Source: an optimization exercise on an open RTL-to-GDS flow (aim: small area and a short achievable clock period). Production flows keep margins and buffers that such runs may drop.
Only simulation tests tie the RTL to the original design; equivalence was not proved.
Power is estimated from default activity; no workload was simulated.

oak:
## ep_fifo_top
module ep_fifo_top (
  input  logic                             fifoClk,
  input  logic                             fifoRstn,
  input  logic                             wr_stb,
  input  logic [ep_fifo_pkg::EP_ID_W-1:0]  wr_ep,
  input  logic [ep_fifo_pkg::BE_W-1:0]     wr_be,
  input  logic [ep_fifo_pkg::DATA_W-1:0]   wr_data,
  input  logic                             rd_stb,
  input  logic [ep_fifo_pkg::EP_ID_W-1:0]  rd_ep,
  output logic                             rd_valid,
  output logic [ep_fifo_pkg::EP_ID_W-1:0]  rd_rsp_ep,
  output logic [ep_fifo_pkg::BE_W-1:0]     rd_rsp_be,
  output logic [ep_fifo_pkg::DATA_W-1:0]   rd_rsp_data,
  output logic [ep_fifo_pkg::NUM_EP-1:0]   ep_empty,
  output logic [ep_fifo_pkg::NUM_EP-1:0]   ep_full,
  output logic [ep_fifo_pkg::NUM_EP-1:0]   ep_almost_full,
  output logic [ep_fifo_pkg::NUM_EP-1:0]   ep_almost_empty
);
Size in the first run: about 4,400 cells after synthesis, ~2,200 flip-flops, ~99 I/O pins.
make LEC_CHECK=0 ABC_CLOCK_PERIOD_IN_PS=2400 CAP_MARGIN=20 CORE_MARGIN=2 CORE_UTILIZATION=55 CTS_CLUSTER_DIAMETER=50 CTS_CLUSTER_SIZE=20 PLACE_DENSITY=0.7 SETUP_SLACK_MARGIN=2.5 SLEW_MARGIN=20 finish   # period 5.0 ns
run.sh (not shown) runs the stock make flow with config.mk's settings and CLKGATE_MAP_FILE= SYNTH_SCRIPT=/design/flow/synth_recipe.tcl, a recipe that flattens the netlist after the stock synthesis.
Testbench counts of oak, summed over its fixed seeds: lat cycles 21,807, reads 21,807.
--- input diff oak..pine ---
-- flow/config.mk --
<<< oak, line 11
export CORE_UTILIZATION = 55
export CTS_CLUSTER_DIAMETER = 50
export CTS_CLUSTER_SIZE = 20
export PLACE_DENSITY = 0.7
>>> pine, line 11
export CORE_UTILIZATION = 45
export CTS_CLUSTER_DIAMETER = 60
export CTS_CLUSTER_SIZE = 24
export PLACE_DENSITY = 0.6
### Flow results
Worst setup path startpoint: rd_oh[3][7]$_DFFE_PN0P_ -> oak, rd_oh[0][9]$_DFFE_PN0P_ -> pine
Looking at global-route wire length before repair, pine sits 1.1% higher than oak does.
From oak to pine the numbers moved as follows: clock buffer instance count of the final layout has decreased, quantity of I/O buffers inserted on ports has remained practically unchanged, effective utilization at floorplan has decreased.
The lower core box area came out of oak.
Input-level comparison between birch and pine:
-- flow/config.mk --
<<< pine, line 11
export CORE_UTILIZATION = 45
>>> birch, line 11
export CORE_UTILIZATION = 55
<<< pine, line 14
export PLACE_DENSITY = 0.6
export SETUP_SLACK_MARGIN = 2.5
>>> birch, line 14
export PLACE_DENSITY = 0.7
export SETUP_SLACK_MARGIN = 2.2
## What came out
For birch, the worst setup path endpoint was rd_rsp_data[7]$_DFF_P_, unlike pine, where it was rd_rsp_data[10]$_DFF_P_.
Re final design utilization: pine and birch aren't equal, and the lower value belongs to pine.
In birch, the final hold slack came out 0.064 ns below the value in pine.
Arrival time reported for the critical path endpoint in birch vs pine: up 0.32 ns
birch: shortest period the worst path allows 0.25 ns above pine
birch — total wire length about 5% lower, pine as reference
Final period utilization, pine and birch: larger value in birch
| first-pass GRT wire length | higher: pine |
The largest stage delay on the critical path reported for birch is smaller than that of pine by 0.14 ns.
Re worst setup slack after layout: birch is 0.25 ns down on pine.
Compared birch vs pine, and signed area change from the synthesized netlist to the final layout is down in birch.
birch: met2 wire length is about 5% lower than what pine reported.
birch | stages: all done | timing, DRC, antenna: all pass
Here is what was changed in the inputs of maple compared with birch.
-- flow/config.mk --
<<< birch, line 15
export SETUP_SLACK_MARGIN = 2.2
>>> maple, line 15
export SETUP_SLACK_MARGIN = 2.5
Across maple and birch, none had a timing, DRC or antenna violation. Sort maple and birch by share of final layout cell area taken by clock buffers and inverters desc -> top: birch. Of the two values seen for capturing element of the worst setup path, rd_rsp_data[7]$_DFF_P_ was produced by birch and rd_rsp_data[19]$_DFF_P_ by maple. The maximum clock frequency of maple is higher than that of birch. Taking birch as the reference, in maple sequential share of layout area moved down; final non-filler cell area climbed about 1.6%; setup slack of the critical path after layout rose 0.13 ns. Register-to-register slack delta for maple relative to birch: 0.13 ns higher. maple -> birch: total power draw flat. Compared to birch, the router laid down more metal wire for maple. Between birch and maple, the flow reports count of cells resized by post-cts repair increasing by more than 100%.

========
Starting RTL as in the previous note.
Settings: LEC_CHECK=0, ABC_CLOCK_PERIOD_IN_PS=2400, CAP_MARGIN=20, CORE_MARGIN=2, CORE_UTILIZATION=65, CTS_CLUSTER_DIAMETER=60, CTS_CLUSTER_SIZE=30, PLACE_DENSITY=0.75, SETUP_SLACK_MARGIN=2.5, SLEW_MARGIN=20; clock period 5.0 ns.
The baseline produced a clean layout.
Testbench counts at the start, summed over its fixed seeds: lat cycles 21,807, reads 21,807.
Edit:
Settings changed: CORE_UTILIZATION 65 to 40, CTS_CLUSTER_SIZE 30 to 24, PLACE_DENSITY 0.75 to 0.55.
=>
- synthesized cell count stays the same
- register-to-register slack is better by 0.17 ns
- setup slack is better by 0.17 ns
- via count falls by a few percent
- maximum frequency rises by a few percent
- routed wire length rises by a few percent
- combinational power barely changes
- total power rises slightly
- core utilization falls by 28 points
Edit:
Settings changed: CORE_UTILIZATION 40 to 55, PLACE_DENSITY 0.55 to 0.7, SETUP_SLACK_MARGIN 2.5 to 2.6.
The new run finished clean.
Setup slack degrades by 0.065 ns.
Routed wire length went down by 1.5%.
Non-clock buffer count went up by 54.
Register-to-register slack degrades by 0.07 ns.
Sequential share of layout area barely changes.
Edit:
Settings changed: SETUP_SLACK_MARGIN 2.6 to 2.4.
Worst setup slack loses 0.087 ns.
Cell area goes down by 2.7%.
Utilization goes down by 1.7 points.
Maximum frequency goes down by 3.2%.
Cell count goes down by 1.3%.
Sequential share of layout area goes up by 1.9 points.
Area after synthesis stays the same.
Routed wire length goes down by 4.0%.
Clock skew goes down by 0.0075 ns.
Synthesized cell count stays the same.
Edit:
Settings changed: CORE_UTILIZATION 55 to 45, PLACE_DENSITY 0.7 to 0.6, SETUP_SLACK_MARGIN 2.4 to 2.6.
Effect: The changed run completed without violations. Cell area increases by a few percent. Total power went up by a few percent. Via count increases by a few percent. Non-clock buffer count went up by 194. Sequential power is about the same. Sequential share of layout area fell by 3.6 points.
Edit:
Settings changed: CORE_UTILIZATION 45 to 55, CTS_BUF_LIST set to sky130_fd_sc_hd__clkbuf_8 sky130_fd_sc_hd__clkbuf_16, PLACE_DENSITY 0.6 to 0.7, SETUP_SLACK_MARGIN 2.6 to 2.5.
Clock power went down by roughly a tenth.
Total power decreases by a few percent.
Global-route usage goes up by 3.0 points.
Via count goes down by a few percent.

========
run C:
The RTL this note starts from:
==> flow/design.v <==
package ep_fifo_pkg;
  localparam int DATA_W = 32;
  localparam int BE_W = DATA_W / 8;
  localparam int EP_ID_W = 2;
  localparam int NUM_EP = 1 << EP_ID_W;
  localparam int RAM_AW = 8;
  typedef struct packed {
    logic [EP_ID_W-1:0] ep;
    logic [BE_W-1:0]    be;
    logic [DATA_W-1:0]  data;
  } ep_wr_t;
  typedef struct packed {
    logic               vld;
    logic               wr;
    logic [RAM_AW-1:0]  adr;
    logic [BE_W-1:0]    be;
    logic [DATA_W-1:0]  data;
    logic [EP_ID_W-1:0] ep;
  } ram_req_t;
  typedef struct packed {
    logic [EP_ID_W-1:0] ep;
    logic [BE_W-1:0]    be;
    logic [DATA_W-1:0]  data;
  } ep_rd_rsp_t;
endpackage
`timescale 1ns/1ns
module ep_fifo_top (
  input  logic                             fifoClk,
  input  logic                             fifoRstn,
  input  logic                             wr_stb,
  input  logic [ep_fifo_pkg::EP_ID_W-1:0]  wr_ep,
  input  logic [ep_fifo_pkg::BE_W-1:0]     wr_be,
  input  logic [ep_fifo_pkg::DATA_W-1:0]   wr_data,
  input  logic                             rd_stb,
  input  logic [ep_fifo_pkg::EP_ID_W-1:0]  rd_ep,
  output logic                             rd_valid,
  output logic [ep_fifo_pkg::EP_ID_W-1:0]  rd_rsp_ep,
  output logic [ep_fifo_pkg::BE_W-1:0]     rd_rsp_be,
  output logic [ep_fifo_pkg::DATA_W-1:0]   rd_rsp_data,
  output logic [ep_fifo_pkg::NUM_EP-1:0]   ep_empty,
  output logic [ep_fifo_pkg::NUM_EP-1:0]   ep_full,
  output logic [ep_fifo_pkg::NUM_EP-1:0]   ep_almost_full,
  output logic [ep_fifo_pkg::NUM_EP-1:0]   ep_almost_empty
);
  localparam int NUM_EP = ep_fifo_pkg::NUM_EP;
  localparam int DATA_W = ep_fifo_pkg::DATA_W;
  localparam int BE_W   = ep_fifo_pkg::BE_W;
  localparam int DEPTH  = 16;
  logic [3:0]        wr_ptr  [NUM_EP];
  logic [3:0]        rd_ptr  [NUM_EP];
  logic [4:0]        cnt     [NUM_EP];
  logic [BE_W-1:0]   last_be [NUM_EP];
  logic [NUM_EP-1:0] wr_sel, rd_sel, wr_acc, rd_acc;
  logic [4:0]        cnt_nxt [NUM_EP];
  logic [DATA_W-1:0] mem [NUM_EP][DEPTH];
  logic [DATA_W-1:0] head [NUM_EP];
  for (genvar e = 0; e < NUM_EP; e++) begin : g_ep
    assign wr_sel[e] = wr_stb & (wr_ep == e);
    assign rd_sel[e] = rd_stb & (rd_ep == e);
    assign wr_acc[e] = wr_sel[e] & ~ep_full[e];
    assign rd_acc[e] = rd_sel[e] & ~ep_empty[e];
    always_comb begin
      cnt_nxt[e] = cnt[e];
      if (wr_acc[e] & ~rd_acc[e]) cnt_nxt[e] = cnt[e] + 5'd1;
      if (rd_acc[e] & ~wr_acc[e]) cnt_nxt[e] = cnt[e] - 5'd1;
    end
    always_ff @(posedge fifoClk or negedge fifoRstn) begin
      if (!fifoRstn) begin
        wr_ptr[e]          <= '0;
        rd_ptr[e]          <= '0;
        cnt[e]             <= '0;
        ep_empty[e]        <= 1'b1;
        ep_full[e]         <= 1'b0;
        ep_almost_full[e]  <= 1'b0;
        ep_almost_empty[e] <= 1'b0;
      end else begin
        if (wr_acc[e]) wr_ptr[e] <= wr_ptr[e] + 4'd1;
        if (rd_acc[e]) rd_ptr[e] <= rd_ptr[e] + 4'd1;
        cnt[e]             <= cnt_nxt[e];
        ep_empty[e]        <= (cnt_nxt[e] == 5'd0);
        ep_full[e]         <= (cnt_nxt[e] == 5'd16);
        ep_almost_full[e]  <= (cnt_nxt[e] == 5'd15);
        ep_almost_empty[e] <= (cnt_nxt[e] == 5'd1);
      end
    end
    always_ff @(posedge fifoClk) begin
      if (wr_acc[e]) last_be[e] <= wr_be;
    end
    for (genvar s = 0; s < DEPTH; s++) begin : g_slot
      for (genvar b = 0; b < BE_W; b++) begin : g_lane
        always_ff @(posedge fifoClk) begin
          if (wr_acc[e] && wr_ptr[e] == s && wr_be[b])
            mem[e][s][8*b +: 8] <= wr_data[8*b +: 8];
        end
      end
    end
    always_comb begin
      head[e] = '0;
      for (int s = 0; s < DEPTH; s++)
        head[e] = head[e] | ({DATA_W{rd_ptr[e] == s}} & mem[e][s]);
    end
  end
  logic [DATA_W-1:0] rsp_data_nxt;
  logic [BE_W-1:0]   rsp_be_nxt;
  always_comb begin
    rsp_data_nxt = '0;
    for (int e = 0; e < NUM_EP; e++)
      rsp_data_nxt = rsp_data_nxt | ({DATA_W{rd_ep == e}} & head[e]);
  end
  assign rsp_be_nxt = (ep_almost_empty[rd_ep] & ~(wr_stb & (wr_ep == rd_ep)))
                      ? last_be[rd_ep] : {BE_W{1'b1}};
  always_ff @(posedge fifoClk or negedge fifoRstn) begin
    if (!fifoRstn) rd_valid <= 1'b0;
    else           rd_valid <= |rd_acc;
  end
  always_ff @(posedge fifoClk) begin
    rd_rsp_ep   <= rd_ep;
    rd_rsp_be   <= rsp_be_nxt;
    rd_rsp_data <= rsp_data_nxt;
  end
endmodule
Settings: LEC_CHECK=0, CAP_MARGIN=20, CORE_MARGIN=2, CORE_UTILIZATION=40, PLACE_DENSITY=0.6, SLEW_MARGIN=20; clock period 5.0 ns.
Testbench counts of run C, summed over its fixed seeds: lat cycles 21,807, reads 21,807.
Here is what was changed in the inputs of run E compared with run C.
Settings: an added ABC_CLOCK_PERIOD_IN_PS of 2400; an added SETUP_SLACK_MARGIN of 2.6.
==> results.txt <==
Worst setup slack after placement: lower on run C
The weighted congestion at the end of routability-driven global placement of run C and that of run E are within noise of each other.
Run E: count of buffering cells on the critical path with inverters included 1 below run C
Higher hold slack among run E and run C: run E
What run C reported for design area has to be multiplied by 1.07 to get the figure for run E.
Buffer count from post-CTS setup fixing: run E vs run C up 199
For first-pass GRT wire length, dividing the value from run C by the value from run E gives 0.922.

==> afterwards: timing with drivers on the ports <==
The flow's constraints put no driver on any port. The routed layouts listed below were extracted and timed again, unchanged, in two steps.
Step 1 assumes that a clkbuf_16 drives the clock port and a buf_2 every other input.
Step 2, shift: input delay + t, output delay - t, t = (earliest + latest rising clock arrival at the registers) / 2. This alone moves slack from input paths to output paths.
Slacks: no drivers / after step 1 / after step 2; pairs: no drivers / after step 1.
| run | t, ns | slack for setup (ns) | slew at the worst register clock pin (ns) |
|---|---|---|---|
| oak | 0.884 | 2.366 / 2.366 / 1.658 | 0.09 / 0.09 |
| pine | 0.864 | 2.408 / 2.408 / 1.683 | 0.09 / 0.09 |
| birch | 0.877 | 2.158 / 2.155 / 1.402 | 0.10 / 0.10 |
| maple | 0.839 | 2.292 / 2.292 / 1.712 | 0.10 / 0.10 |
| the first run of note 2 | 0.871 | 2.254 / 2.254 / 1.700 | 0.10 / 0.10 |
| the second run of note 2 | 0.863 | 2.422 / 2.422 / 1.673 | 0.10 / 0.10 |
| the third run of note 2 | 0.870 | 2.357 / 2.357 / 1.929 | 0.10 / 0.10 |
| the fourth run of note 2 | 0.864 | 2.270 / 2.270 / 1.600 | 0.10 / 0.10 |
| the fifth run of note 2 | 0.876 | 2.238 / 2.238 / 1.727 | 0.10 / 0.10 |
| the sixth run of note 2 | 0.844 | 2.273 / 2.273 / 1.715 | 0.10 / 0.10 |
| run C | 0.936 | 1.201 / 1.201 / 0.894 | 0.07 / 0.07 |
| run E | 0.936 | 2.037 / 2.037 / 1.565 | 0.07 / 0.07 |
After both steps setup and hold are still met in every run listed. For birch, which loses most, drivers alone change the setup slack by -0.003 ns; drivers and shift together by -0.756 ns.
